Background: an optimization exercise with open tools, aiming at small area, a short achievable clock period and few clock cycles. Do not read the settings as production practice.

==> v1: inputs <==
Design circle_boundary_link_fraction_unit, start of the top module:
module circle_boundary_link_fraction_unit #(
	parameter int FRAC_BITS = cblf_pkg::FRAC_BITS_DEF
) (
	input  logic                           clk,
	input  logic                           arst_n,
	input  logic                           cfg_valid,
	output logic                           cfg_ready,
	input  logic [1:0]                     cfg_index,
	input  logic [11:0]                    cfg_data,
	input  logic                           in_valid,
	output logic                           in_ready,
	input  logic signed [cblf_pkg::CW-1:0] point_x,
	input  logic signed [cblf_pkg::CW-1:0] point_y,
	output logic                           out_valid,
	input  logic                           out_ready,
	output logic [cblf_pkg::DW-1:0]        link_dir,
	output logic [cblf_pkg::DW-1:0]        back_dir,
	output logic [cblf_pkg::OW-1:0]        fluid_x,
	output logic [cblf_pkg::OW-1:0]        fluid_y,
	output logic [cblf_pkg::OW-1:0]        solid_x,
	output logic [cblf_pkg::OW-1:0]        solid_y,
	output logic [cblf_pkg::OW-1:0]        far_x,
	output logic [cblf_pkg::OW-1:0]        far_y,
	output logic [cblf_pkg::FW-1:0]        wall_fraction,
	output logic                           last
);
	logic [21:0] r2_q;         
	logic [11:0] cx_q, cy_q;
	logic        addc_q;
	logic        pend_v;
	logic [1:0]  pend_idx;
	logic [11:0] pend_data;
	logic        busy_gen, busy_frac, idle, stall;
	logic [10:0] r_u;
	logic [21:0] r2_n;
	logic [21:0] rr [11];
	logic        lk_valid;
	logic [2:0]  lk_k;
	logic        lk_last;
	logic signed [11:0] lk_x, lk_y;
	logic [12:0] lk_c;
	assign idle      = !busy_gen && !busy_frac;
	assign cfg_ready = !pend_v || idle;
	assign r_u = pend_data[10:0] - 11'd1;
  ...
clock: 22.0 ns
lec_check: 0
cap_margin: 20
core_margin: 2
core_utilization: 35
place_density: 0.6
slew_margin: 20
run.sh (not shown) runs the stock make flow with config.mk's settings and CLKGATE_MAP_FILE= SYNTH_SCRIPT=/design/flow/synth_recipe.tcl, a recipe that flattens the netlist after the stock synthesis.
==> v28 (differences from v1) <==
--- a/flow/design.v
+++ b/flow/design.v
@@ -5,16 +5,15 @@
 	localparam int OW  = 14;
 	localparam int FW  = 17;
 	localparam int DW  = 4;
 	localparam int NNB = 8;
 endpackage
 `timescale 1ns / 1ps
 module cblf_link_gen #(
-	parameter int CAP   = 4,   
-	parameter bit INTAKE2 = 1  
+	parameter int CAP   = 4    
 ) (
 	input  logic               clk,
 	input  logic               arst_n,
 	input  logic               in_valid,
 	output logic               in_ready,
 	input  logic               intake_open,
 	input  logic signed [11:0] point_x,
@@ -29,15 +28,15 @@
 	output logic signed [11:0] lk_y,
 	output logic [12:0]        lk_c
 );
 	logic               slot_ok;     
 	logic [CAP-1:0]     qv;
 	logic [7:0]         rest;
 	logic               pop, push;
-	assign pop     = qv[0] && !stall && (rest == '0);
+	assign pop     = qv[0] && !stall && qs[0];
 	assign slot_ok = !qv[CAP-1] || pop;
 	logic               s1_v;
 	logic [10:0]        x1, y1;
 	logic               sx, sy;
 	logic               s1_move;
 	always_ff @(posedge clk or negedge arst_n) begin
 		if (!arst_n) s1_v <= 1'b0;
@@ -47,80 +46,69 @@
 		if (in_valid && in_ready) begin
 			sx <= point_x[11];
 			sy <= point_y[11];
 			x1 <= point_x[10:0] ^ {11{point_x[11]}};
 			y1 <= point_y[10:0] ^ {11{point_y[11]}};
 		end
 	end
-	logic [24:0]        rx [11];
-	logic [24:0]        ry [11];
-	logic signed [24:0] c_full;
+	logic [22:0] rx [12];
+	logic [22:0] ry [12];
+	logic [22:0] xsq, ysq;
 	always_comb begin
 		for (int i = 0; i < 11; i++) begin
 			rx[i] = '0;
 			ry[i] = '0;
 			rx[i][2*i] = x1[i];
 			ry[i][2*i] = y1[i];
 			for (int j = i + 1; j < 11; j++) begin
 				rx[i][i+j+1] = x1[i] & x1[j];
 				ry[i][i+j+1] = y1[i] & y1[j];
 			end
 		end
+		rx[11] = sx ? 23'({x1, 1'b1}) : 23'd0;
+		ry[11] = sy ? 23'({y1, 1'b1}) : 23'd0;
 	end
-	assign c_full = rx[0] + rx[1] + rx[2] + rx[3] + rx[4] + rx[5] + rx[6] + rx[7] + rx[8] + rx[9] + rx[10]
-		+ ry[0] + ry[1] + ry[2] + ry[3] + ry[4] + ry[5] + ry[6] + ry[7] + ry[8] + ry[9] + ry[10]
-		+ (sx ? 25'({x1, 1'b1}) : 25'd0) + (sy ? 25'({y1, 1'b1}) : 25'd0) - 25'(r2);
+	assign xsq = rx[0] + rx[1] + rx[2] + rx[3] + rx[4] + rx[5] + rx[6] + rx[7] + rx[8] + rx[9] + rx[10] + rx[11];
+	assign ysq = ry[0] + ry[1] + ry[2] + ry[3] + ry[4] + ry[5] + ry[6] + ry[7] + ry[8] + ry[9] + ry[10] + ry[11];
+	logic               s2_v, s2_sx, s2_sy;
+	logic [22:0]        s2_xsq, s2_ysq;
+	logic [10:0]        s2_x1, s2_y1;
+	logic signed [24:0] c_full;
 	logic               ev_v, ev_ok;
 	logic [12:0]        ev_c;
 	logic               ev_sx, ev_sy;
 	logic [10:0]        ev_x1, ev_y1;
 	logic               ev_move;
 	logic [7:0]         mask_in;
-	if (INTAKE2) begin : g_i2
-		logic        s2_v, s2_ok, s2_sx, s2_sy;
-		logic [12:0] s2_c;
-		logic [10:0] s2_x1, s2_y1;
-		assign ev_move  = !s2_v || slot_ok || (mask_in == '0);
-		assign s1_move  = !s1_v || ev_move;
-		assign in_ready = intake_open && (!s1_v || !s2_v || slot_ok);
-		always_ff @(posedge clk or negedge arst_n) begin
-			if (!arst_n) s2_v <= 1'b0;
-			else if (ev_move) s2_v <= s1_v;
-		end
-		always_ff @(posedge clk) begin
-			if (ev_move) begin
-				s2_ok <= (c_full[24:13] == '0);
-				s2_c  <= c_full[12:0];
-				s2_sx <= sx;
-				s2_sy <= sy;
-				s2_x1 <= x1;
-				s2_y1 <= y1;
-			end
+	assign ev_move  = !s2_v || slot_ok || (mask_in == '0);
+	assign s1_move  = !s1_v || ev_move;
+	assign in_ready = intake_open && (!s1_v || !s2_v || slot_ok);
+	always_ff @(posedge clk or negedge arst_n) begin
+		if (!arst_n) s2_v <= 1'b0;
+		else if (ev_move) s2_v <= s1_v;
+	end
+	always_ff @(posedge clk) begin
+		if (ev_move) begin
+			s2_xsq <= xsq;
+			s2_ysq <= ysq;
+			s2_sx  <= sx;
+			s2_sy  <= sy;
+			s2_x1  <= x1;
+			s2_y1  <= y1;
 		end
-		assign ev_v  = s2_v;
-		assign ev_ok = s2_ok;
-		assign ev_c  = s2_c;
-		assign ev_sx = s2_sx;
-		assign ev_sy = s2_sy;
-		assign ev_x1 = s2_x1;
-		assign ev_y1 = s2_y1;
-		assign busy  = s1_v || s2_v || qv[0];
-	end else begin : g_i1
-		assign ev_move  = slot_ok || (mask_in == '0);
-		assign s1_move  = !s1_v || ev_move;
-		assign in_ready = intake_open && (!s1_v || slot_ok);
-		assign ev_v  = s1_v;
-		assign ev_ok = (c_full[24:13] == '0);
-		assign ev_c  = c_full[12:0];
-		assign ev_sx = sx;
-		assign ev_sy = sy;
-		assign ev_x1 = x1;
-		assign ev_y1 = y1;
-		assign busy  = s1_v || qv[0];
 	end
+	assign c_full = 25'(s2_xsq) + 25'(s2_ysq) - 25'(r2);
+	assign ev_v  = s2_v;
+	assign ev_ok = (c_full[24:13] == '0);
+	assign ev_c  = c_full[12:0];
+	assign ev_sx = s2_sx;
+	assign ev_sy = s2_sy;
+	assign ev_x1 = s2_x1;
+	assign ev_y1 = s2_y1;
+	assign busy  = s1_v || s2_v || qv[0];
 	logic signed [11:0] ev_x, ev_y;
 	logic signed [13:0] h, hd, hn, hdn;
 	logic signed [13:0] vx, vy, vs, vd;
 	assign ev_x = {ev_sx, ev_x1 ^ {11{ev_sx}}};
 	assign ev_y = {ev_sy, ev_y1 ^ {11{ev_sy}}};
 	assign h    = $signed({2'b0, ev_c[12:1]});
 	assign hd   = $signed({1'b0, ev_c} + 14'd1) >>> 1;
@@ -141,28 +129,29 @@
 		mask_in[7] = vs <= hdn;
 		if (!ev_ok) mask_in = '0;
 	end
 	logic signed [11:0] qx [CAP];
 	logic signed [11:0] qy [CAP];
 	logic [12:0]        qc [CAP];
 	logic [7:0]         qm [CAP];
+	logic [CAP-1:0]     qs;           
 	logic [2:0]         pick;
 	logic               emit;
 	always_comb begin
 		pick = 3'd0;
 		for (int k = 7; k >= 0; k--) begin
 			if (qm[0][k]) pick = 3'(k);
 		end
 	end
 	assign rest = qm[0] & (qm[0] - 8'd1);
 	assign emit = qv[0] && !stall;
 	assign push = ev_v && slot_ok && (mask_in != '0);
 	assign lk_valid = qv[0];
 	assign lk_k     = pick;
-	assign lk_last  = (rest == '0);
+	assign lk_last  = qs[0];
 	assign lk_x     = qx[0];
 	assign lk_y     = qy[0];
 	assign lk_c     = qc[0];
 	for (genvar i = 0; i < CAP; i++) begin : g_q
 		logic nxt_v, here;
 		if (i + 1 < CAP) begin : g_n
 			assign nxt_v = qv[i+1];
@@ -181,23 +170,26 @@
 		end
 		always_ff @(posedge clk) begin
 			if (here && ev_v) begin
 				qx[i] <= ev_x;
 				qy[i] <= ev_y;
 				qc[i] <= ev_c;
 				qm[i] <= mask_in;
+				qs[i] <= (mask_in != '0) && ((mask_in & (mask_in - 8'd1)) == '0);
 			end else if (pop) begin
 				if (i + 1 < CAP) begin
+					qs[i] <= qs[(i+1)%CAP];
 					qx[i] <= qx[(i+1)%CAP];
 					qy[i] <= qy[(i+1)%CAP];
 					qc[i] <= qc[(i+1)%CAP];
 					qm[i] <= qm[(i+1)%CAP];
 				end
 			end else if (i == 0 && emit) begin
 				qm[i] <= rest;
+				qs[i] <= (rest != '0) && ((rest & (rest - 8'd1)) == '0);
 			end
 		end
 	end
 endmodule
 `timescale 1ns / 1ps
 module cblf_isqrt #(
 	parameter int J = 15
@@ -245,15 +237,15 @@
 	end
 	assign take  = !diff[TW-1];
 	assign sig_o = 32'(take ? diff[28-J:0] : s4[28-J:0]);
 	assign w_o   = {w_i[14:0], take};
 endmodule
 `timescale 1ns / 1ps
 module cblf_frac #(
-	parameter logic [15:0] SPLIT = 16'b0010_0100_1001_0010,   
+	parameter logic [15:0] SPLIT = 16'b0101_0101_0101_0100,   
 	parameter bit          SPLIT_SETUP = 1                      
 ) (
 	input  logic               clk,
 	input  logic               arst_n,
 	input  logic               lk_valid,
 	input  logic [2:0]         lk_k,
 	input  logic               lk_last,
@@ -273,29 +265,38 @@
 	output logic [13:0]        solid_x,
 	output logic [13:0]        solid_y,
 	output logic [13:0]        far_x,
 	output logic [13:0]        far_y,
 	output logic [16:0]        wall_fraction,
 	output logic               last
 );
-	logic               pos0, a2_0, wh0, full0;
-	logic signed [12:0] sa, sb, ss;
-	logic [11:0]        mq0, mq1;
+	logic               a2_0, wh0, full0;
+	logic signed [12:0] pa, pb;
+	logic signed [1:0]  kc;
+	logic [11:0]        mq0, mq0m, mq1;
 	logic signed [13:0] e0;
 	logic [12:0]        sig0;
-	assign pos0 = (lk_k == 3'd0) || (lk_k == 3'd2) || (lk_k == 3'd3) || (lk_k == 3'd4);
+	always_comb begin
+		case (lk_k)
+			3'd0:    begin pa = '0;           pb = 13'(lk_y);    kc = -2'sd1; end
+			3'd1:    begin pa = '0;           pb = ~(13'(lk_y));   kc = 2'sd0;  end
+			3'd2:    begin pa = 13'(lk_x);    pb = '0;           kc = -2'sd1; end
+			3'd3:    begin pa = 13'(lk_x);    pb = 13'(lk_y);    kc = -2'sd1; end
+			3'd4:    begin pa = 13'(lk_x);    pb = ~(13'(lk_y));   kc = 2'sd0;  end
+			3'd5:    begin pa = ~(13'(lk_x));   pb = '0;           kc = 2'sd0;  end
+			3'd6:    begin pa = ~(13'(lk_x));   pb = 13'(lk_y);    kc = 2'sd0;  end
+			default: begin pa = ~(13'(lk_x));   pb = ~(13'(lk_y));   kc = 2'sd1;  end
+		endcase
+	end
 	assign a2_0 = (lk_k == 3'd3) || (lk_k == 3'd4) || (lk_k == 3'd6) || (lk_k == 3'd7);
-	assign sa = (lk_k == 3'd0 || lk_k == 3'd1) ? 13'sd0 : 13'(lk_x);
-	assign sb = (lk_k == 3'd2 || lk_k == 3'd5) ? 13'sd0 :
-		(lk_k == 3'd4 || lk_k == 3'd6) ? -(13'(lk_y)) : 13'(lk_y);
-	assign ss = sa + sb;
-	assign mq0 = pos0 ? 12'(ss - 13'sd1) : 12'(~ss);
-	assign e0  = $signed({1'b0, lk_c}) - $signed({2'b0, mq0}) - 14'sd1;
-	assign wh0 = a2_0 && !e0[13];
-	assign mq1 = wh0 ? mq0 - 12'd1 : mq0;
+	assign mq0  = 12'(pa + pb + 13'(kc));
+	assign mq0m = 12'(pa + pb + 13'(kc) - 13'sd1);
+	assign e0   = 14'($signed({1'b0, lk_c})) + 14'(~pa) + 14'(~pb) + 14'sd1 - 14'(kc);
+	assign wh0  = a2_0 && !e0[13];
+	assign mq1  = wh0 ? mq0m : mq0;
 	assign sig0 = !a2_0 ? lk_c : wh0 ? {e0[11:0], 1'b1} : {lk_c[11:0], 1'b0};
 	assign full0 = (lk_c == {mq0, !a2_0});
 	logic        v   [17];
 	logic [11:0] m   [17];
 	logic        a2  [17];
 	logic        wh  [17];
 	logic [31:0] sg  [17];
==> notes.md <==
- Between v1 and v28, the lower final cell count is in v1 (gap about 8%, measured against v28).
- Against v28, the flip-flop and latch count of v1 is lower by 168.
- In v1 the area after synthesis is smaller than in v28, by 11%.
- Of v1 and v28, v28 has the higher hold slack (gap 0.0034 ns).
- Of v1 and v28, v28 has the higher via count (gap 9.0%, measured against v28).
- Against v1, the setup slack of v28 is higher by 2.9 ns.
- Critical path depth: v28 is lower than v1 (14).
- Between v1 and v28, the lower fmax is in v1 (gap about 27%, measured against v28).
==> figures <==
metric	v1	v28
Final critical-path required period	10.99 ns	8.055 ns
Placement Rows	153	162
Worst clock skew	0.06459 ns	0.07290 ns
Synth Warn #	320	278
Area share of buffers outside the clock network	2.680%	2.473%
Routed wl met3	5120 um	5239 um
Drt first pass iters	7	6
Result of the run	complete, no violations	complete, no violations
Worst slack, placed	10.98 ns	14.06 ns
Placed Instances	7943	8651
Reg2reg setup slack	11.01 ns	13.94 ns
Number of instances in the synthesized netlist	5557	6060
Fraction of the mapped netlist area in simple logic gates	10.38%	10.47%
Fraction of registers with async set/reset	6.823%	5.932%
Worst Hold Margin	0.3944 ns	0.3979 ns
Clock-cell share of area	5.298%	5.103%
Logic depth of the worst path, buffers included	37	23
Post-synthesis share of cell area spent on full adders, half adders and majority gates	20.46%	18.12%
Critical path fanouts, max	19	68
No functional check of the RTL was part of any run of this note.

## re-timing with driven ports
Ports are ideal in the flow. The routed layouts listed here were re-timed in OpenROAD. Step 1: set_driving_cell puts a clkbuf_16 on clk and a buf_2 on each other input, an assumption about the parent block. Step 2 also shifts input and output timing later by t, the mid clock arrival at the registers, as if the neighbouring blocks saw the same clock. Slacks: ideal / step 1 / step 2; pairs: ideal / step 1.
run | t (ns) | slack for setup (ns) | worst register clock-pin slew, ns | pins driven straight from the clock port
v1 | 0.797 | 11.015 / 11.015 / 11.015 | 0.07 / 0.07 | 1
v28 | 0.804 | 13.945 / 13.945 / 13.945 | 0.07 / 0.07 | 1
After both steps every run listed still meets setup and hold.
